From an optimization exercise on the open Yosys and OpenROAD flow, aimed at small area, a short achievable clock period and few clock cycles per item; shortcuts taken in it are not production practice. Function was checked by simulation only, so behaviour that the tests miss may differ from the original. Power is estimated from default activity; no workload was simulated.

### design/flow/constraint.sdc
create_clock -name core_clock -period 10.0 [get_ports {clk_i}]
set_input_delay 2.0000 -clock core_clock [delete_from_list [all_inputs] [get_ports {clk_i}]]
set_output_delay 2.0000 -clock core_clock [all_outputs]
set_load 0.01 [all_outputs]
### design/flow/standard.sh
#!/bin/bash
# synth_recipe.tcl (not shown) runs the flow's synth.tcl, then flattens the netlist and writes it again
# the make line also repeats each setting of config.mk as NAME=value (left out here)
make -C /OpenROAD-flow-scripts/flow DESIGN_CONFIG=/design/flow/config.mk WORK_HOME=/design/flow/orfs CLKGATE_MAP_FILE= SYNTH_SCRIPT=/design/flow/synth_recipe.tcl "${@:-finish}"
### design/flow/config.mk
export PLATFORM = sky130hd
export DESIGN_NAME = dcache_ctrl
export DESIGN_NICKNAME = dcache_ctrl
export VERILOG_FILES = /design/flow/design.v
export SDC_FILE = /design/flow/constraint.sdc
export NUM_CORES = 4
export LEC_CHECK = 0
export CAP_MARGIN = 20
export CORE_MARGIN = 2
export CORE_UTILIZATION = 45
export CTS_CLUSTER_DIAMETER = 90
export CTS_CLUSTER_SIZE = 27
export GPL_ROUTABILITY_DRIVEN = 0
export PLACE_DENSITY = 0.6
export SETUP_SLACK_MARGIN = 4
export SLEW_MARGIN = 20
export TNS_END_PERCENT = 0
### design/flow/design.v
`timescale 1ns/1ps
module dcache_ctrl #(
  parameter int INDEX_BITS = 4
) (
  input  logic         clk_i,
  input  logic         rst_i,
  input  logic         cpu_req_i,
  input  logic         cpu_we_i,
  input  logic [31:0]  cpu_addr_i,
  input  logic [31:0]  cpu_data_i,
  output logic [31:0]  cpu_data_o,
  output logic         cpu_stall_o,
  output logic         mem_enable_o,
  output logic         mem_write_o,
  output logic [31:0]  mem_addr_o,
  output logic [255:0] mem_data_o,
  input  logic [255:0] mem_data_i,
  input  logic         mem_ack_i
);
  localparam int LINES = 2 ** INDEX_BITS;
  localparam int TAG_W = 27 - INDEX_BITS;
  logic [LINES-1:0] valid_q, dirty_q;
  logic [TAG_W-1:0] tag_q  [LINES];
  logic [255:0]     data_q [LINES];
  logic [INDEX_BITS-1:0] idx;
  logic [TAG_W-1:0]      req_tag;
  logic [2:0]            word;
  logic [1:0]            unused_byte_offset;
  assign unused_byte_offset = cpu_addr_i[1:0];
  assign word    = cpu_addr_i[4:2];
  assign idx     = cpu_addr_i[4+INDEX_BITS:5];
  assign req_tag = cpu_addr_i[31:5+INDEX_BITS];
  logic [LINES-1:0] sel, match;
  logic [TAG_W-1:0] line_tag;
  logic             hit, victim_dirty, refill;
  always_comb
    for (int l = 0; l < LINES; l++) begin
      sel[l]   = (idx == l);
      match[l] = valid_q[l] & (tag_q[l] == req_tag);
    end
  assign line_tag     = tag_q[idx];
  assign hit          = cpu_req_i & match[idx];
  assign victim_dirty = dirty_q[idx];
  assign refill       = mem_ack_i & ~victim_dirty;
  assign cpu_stall_o  = cpu_req_i & ~hit & ~refill;
  assign mem_enable_o = cpu_req_i & ~hit;
  assign mem_write_o  = victim_dirty;
  assign mem_addr_o   = {victim_dirty ? line_tag : req_tag, idx, 5'b0};
  logic [127:0] la1 [8], la2 [4], la3 [2];
  logic [127:0] hb1 [8], hb2 [4], hb3 [2];
  always_comb begin
    for (int i = 0; i < 8; i++) la1[i] = idx[0] ? data_q[2*i+1][127:0] : data_q[2*i][127:0];
    for (int i = 0; i < 4; i++) la2[i] = idx[1] ? la1[2*i+1] : la1[2*i];
    for (int i = 0; i < 2; i++) la3[i] = idx[2] ? la2[2*i+1] : la2[2*i];
    for (int i = 0; i < 8; i++) hb1[i] = idx[2] ? data_q[4*((2*i+1)%4) + (2*i+1)/4][255:128]
                                                : data_q[4*((2*i)%4)   + (2*i)/4][255:128];
    for (int i = 0; i < 4; i++) hb2[i] = idx[3] ? hb1[2*i+1] : hb1[2*i];
    for (int i = 0; i < 2; i++) hb3[i] = idx[0] ? hb2[2*i+1] : hb2[2*i];
  end
  assign mem_data_o[127:0]   = idx[3] ? la3[1] : la3[0];
  assign mem_data_o[255:128] = idx[1] ? hb3[1] : hb3[0];
  assign cpu_data_o   = mem_ack_i ? mem_data_i[{word, 5'b0} +: 32] : mem_data_o[{word, 5'b0} +: 32];
  always_ff @(posedge clk_i or posedge rst_i) begin
    if (rst_i) begin
      valid_q <= '0;
      dirty_q <= '0;
    end else begin
      for (int l = 0; l < LINES; l++) begin
        if (sel[l] & mem_ack_i) begin
          valid_q[l] <= 1'b1;
          dirty_q[l] <= ~dirty_q[l] & cpu_we_i;
        end else if (sel[l] & hit & cpu_we_i) begin
          dirty_q[l] <= 1'b1;
        end
      end
    end
  end
  logic [255:0] wdata;
  logic [7:0]   wsel;
  always_comb begin
    for (int w = 0; w < 8; w++) begin
      wsel[w] = cpu_we_i & (word == w);
      wdata[w*32 +: 32] = wsel[w] ? cpu_data_i : mem_data_i[w*32 +: 32];
    end
  end
  always_ff @(posedge clk_i) begin
    for (int l = 0; l < LINES; l++) begin
      if (sel[l] & refill) tag_q[l] <= req_tag;
      for (int w = 0; w < 8; w++)
        if (sel[l] & (refill | (hit & wsel[w])))
          data_q[l][w*32 +: 32] <= wdata[w*32 +: 32];
    end
  end
endmodule
### design/flow/flow/run.sh
#!/bin/bash
# The standard ORFS layout (the standard.sh, with its standard synthesis), except that the
# input and output ports are buffered with buf_2 instead of the default delay-buffer cell.
# Every ORFS step writes its full log under orfs/logs/; make's own output goes to make_finish.log.
set -euo pipefail
export BUFFER_PORTS_ARGS="-buffer_cell sky130_fd_sc_hd__buf_2"
bash standard.sh finish > make_finish.log 2>&1
==> impl_metrics.env <==
export IMPL_die_area_um2=406000
export IMPL_synth_edf_count=4464
export IMPL_report_final_slew_viol_count=0
export IMPL_start_util_pct=45.2
export IMPL_layout_nets=9187
export IMPL_syn_area_um2=180000
export IMPL_ys_top_cells_by_area="edfxtp_1 (74%), mux4_2 (17%), mux2_2 (1.6%)"
export IMPL_drive_above_1_share_pct=36.3
export IMPL_clk_path_buf_depth=4
export IMPL_cp_end_kind="output pin"
export IMPL_reg2reg_slack_ns=4.71
export IMPL_cts_tree="built"
export IMPL_hold_ws_ns=0.484
export IMPL_rr_startpoint="tag_q[11][2]"
export IMPL_synthAdderAreaFrac_pct=0
export IMPL_syn2layout_area_growth_pct=11.8
export IMPL_status="finished clean"
export IMPL_ir_drop_v=0.000139
export IMPL_path_class="primary input to output pin"
export IMPL_final_common_cell="edfxtp_1"
export IMPL_first_pass_iters=7
export IMPL_first_global_vias=90200
export IMPL_fin_worst_skew_ns=0.0880
export IMPL_io_buffers=640
export IMPL_placedCellCount=13800
export IMPL_path_cells="buf_6, buf_4, nor2_4, a31o_2, a21oi_1, o21ai_0, buf_4, a21oi_1, nor2_1, buf_2"
export IMPL_ioPinCount=648
export IMPL_rr_endpoint="data_q[10][77]"
export IMPL_synth_area_per_cell_um2=22.3
export IMPL_async_flop_share_pct=0.712
export IMPL_cp_arrival_ns=5.39
export IMPL_ant_nets=0
export IMPL_overflow=0
export IMPL_hold_violations=0
export IMPL_worstRegToRegCells=12
export IMPL_clkTransAtPathRegs_ns=0.10
export IMPL_holdPathStages=1
export IMPL_fin_cells=14300
export IMPL_final_cell_mix="edfxtp_1 (4464), mux4_2 (1335), buf_2 (610), buf_4 (303), mux2_2 (261)"
export IMPL_cts_buffers=195
export IMPL_core_um2=399000
export IMPL_synth_main_ff_cell="edfxtp_1"
export IMPL_dp_slack_ns=1.49
export IMPL_relSlewSlack_pct=6.10
export IMPL_critPathLaunch="cpu_addr_i[2]"
export IMPL_yosysTopAreaCell="edfxtp_1"
export IMPL_fin_crit_sh_pct=73.9
export IMPL_synth_top_family_by_area="multiplexers"
export IMPL_routed_wl_um=624000
export IMPL_die_w_um=637
export IMPL_clk_latency_ns=1.02
export IMPL_p_leak_nw=62.1
export IMPL_finalSetupTns_ns=0
export IMPL_cp_slowest_cell="nor2_4"
export IMPL_drtIter0Drc=15800
export IMPL_crit_required_ns=8.00
export IMPL_synth_mux_area_share_pct=18.6
export IMPL_wl_per_cell_um=43.6
export IMPL_cts_root_buf="clkbuf_16"
export IMPL_via_per_inst=6.66
export IMPL_synth_compound_area_share_pct=2.09
export IMPL_die_height_um=637
export IMPL_yosysSeqAreaShare_pct=74.8
export IMPL_crit_path_start_kind="primary input"
export IMPL_synth_top_area_share_pct=74.4
export IMPL_antenna_found_initial=131
export IMPL_via_count=95400
export IMPL_cts_htree_levels=4
export IMPL_rsz0062_at_grt="true"
export IMPL_grt_pass1_wl_um=825000
export IMPL_synthXorXnorAreaFrac_pct=1.79
export IMPL_clock_sinks=4496
export IMPL_power_density_nw_per_um2=172
export IMPL_ys_seq_elements=4496
export IMPL_grt_max_degree=66
export IMPL_synth_simple_area_share_pct=1.30
export IMPL_min_period_ns=7.39
export IMPL_rows=232
export IMPL_min_path_type="flop to flop"
export IMPL_max_slew_worst_pin_slew_ns=1.41
export IMPL_drc=0
export IMPL_grt_usage_pct=30.3
export IMPL_max_freq_ghz=0.135
export IMPL_finalPower_w=0.0347
export IMPL_dp_hpwl_um=400000
export IMPL_setup_ws_ns=2.61
export IMPL_slowest_delay_ns=1.04
export IMPL_cp_endpoint="cpu_data_o[18]"
export IMPL_yosysWarningCount=9
export IMPL_max_cap_violations=0
export IMPL_setup_viol=0
export IMPL_postSynthCellCount=8080
export IMPL_cp_max_fo=19
export IMPL_yosysUniqueCellTypes=47
## per-stage QoR
| step | instance area (µm²) | utilization [%] |
|---|---|---|
| after detailed placement | 192000 | 48.2 |
| final | 201000 | 50.5 |
| after global placement | 192000 | 48.1 |
| after CTS | 201000 | 50.2 |
| after floorplan | 181000 | - |
| after global routing | 201000 | 50.4 |
## registers in the layout, indices dropped and copies added, names as in the netlist
signal and flops:
valid_q 16, dirty_q 16, tag_q 368, data_q 4096
## power breakdown
| group | internal, W | switching [W] | total [W] |
|---|---|---|---|
| combinational | 0.00127 | 0.00260 | 0.00388 |
| sequential | 0.0211 | 0.0000885 | 0.0212 |
| clock | 0.00382 | 0.00588 | 0.00970 |
## metal layers
| layer | vias up | GRT usage (%) | part of all wire, % |
|---|---|---|---|
| li1 | 35800 | - | - |
| met1 | 51700 | 40.2 | 36 |
| met2 | 6560 | 45.1 | 45 |
| met3 | 1272 | 7.49 | 11 |
| met4 | 50 | 19.5 | 7.7 |
| met5 | - | 0 | 0.045 |
## critical path, delay by kind of cell
family	cells	cell delay (ns)
AOI/OAI and AO/OA	4	0.52
and+or+nand+nor	2	1.80
buffers and inverters	4	0.97
## Yosys cell counts (all sizes together) (8+ instances only)
cell type and instances:
mux2 261, edfxtp 4464, o221ai 34, nor2b 8, o21ai 59, mux4 1336
nand3 49, nand2 68, a31oi 15, inv 27, buf 279, a221oi 43
nor3 17, xnor2 216, clkbuf 227, a21oi 149, a22oi 155, o22ai 16
nor4 52, mux2i 50, nand2b 22, a211oi 22, nand4 67, xor2 152
nor2 193, a22o 46, dfrtp 32
## layout make-up
class / count / area, µm²
well taps: 5265 / 6590
inverters: 27 / 104
repair buffers: 1081 / 9130
flip-flops and latches: 4496 / 135000
fillers: 31300 / 198000
diodes: 134 / 335
clock inverters: 43 / 597
clock buffers: 211 / 4940
multi-input cells: 3061 / 44900
## worst min-delay path by stage
stage	from	end
5_1_grt	valid_q[0]	valid_q[0]
6_report	valid_q[11]	valid_q[11]
3_3_place_gp	valid_q[0]	valid_q[0]
3_5_place_dp	valid_q[11]	valid_q[11]
4_1_cts	valid_q[11]	valid_q[11]
2_1_floorplan	valid_q[0]	valid_q[0]
## logic make-up after synthesis
| kind of cell | after synthesis |
|---|---|
| AOI/OAI and AO/OA | 547 |
| buffers and inverters | 533 |
| and+or+nand+nor | 488 |
| xor gates and xnor gates | 368 |
| other | 1 |
| DFF | 4496 |
| muxes | 1647 |
## what timing repair did
action,in CTS,in global routing
resized for setup,214,33
setup buffers,48,23
gates cloned,42,3
hold buffers,0,0
pin swaps,18,11
setup endpoints to repair,3052,460
Testbench counts, summed over its fixed seeds: cycles 81,298, accesses 48,000.

-- what the ideal ports hide --
Ports are ideal in the flow. The routed layout listed here was re-timed in OpenROAD.
Step 1: set_driving_cell puts a clkbuf_16 on clk_i and a buf_2 on each other input, an assumption about the parent block.
Step 2 adds t to the input delays and takes it off the output delays; t is the mean of the earliest and latest rising clock arrival at the registers after step 1. Input paths then give back, and output paths get back, about the clock's delay inside the block.
a / b / c = ideal / step 1 / step 2; a / b = the first two.
t (ns): 1.093
slack for setup (ns): 2.609 / 2.123 / 2.123
worst setup path at the end: input to output
cell pins on the clock port's net: 1
After both steps setup and hold are still met in this run. The setup slack of this run moves by -0.486 ns with the drivers and by -0.486 ns with both steps.
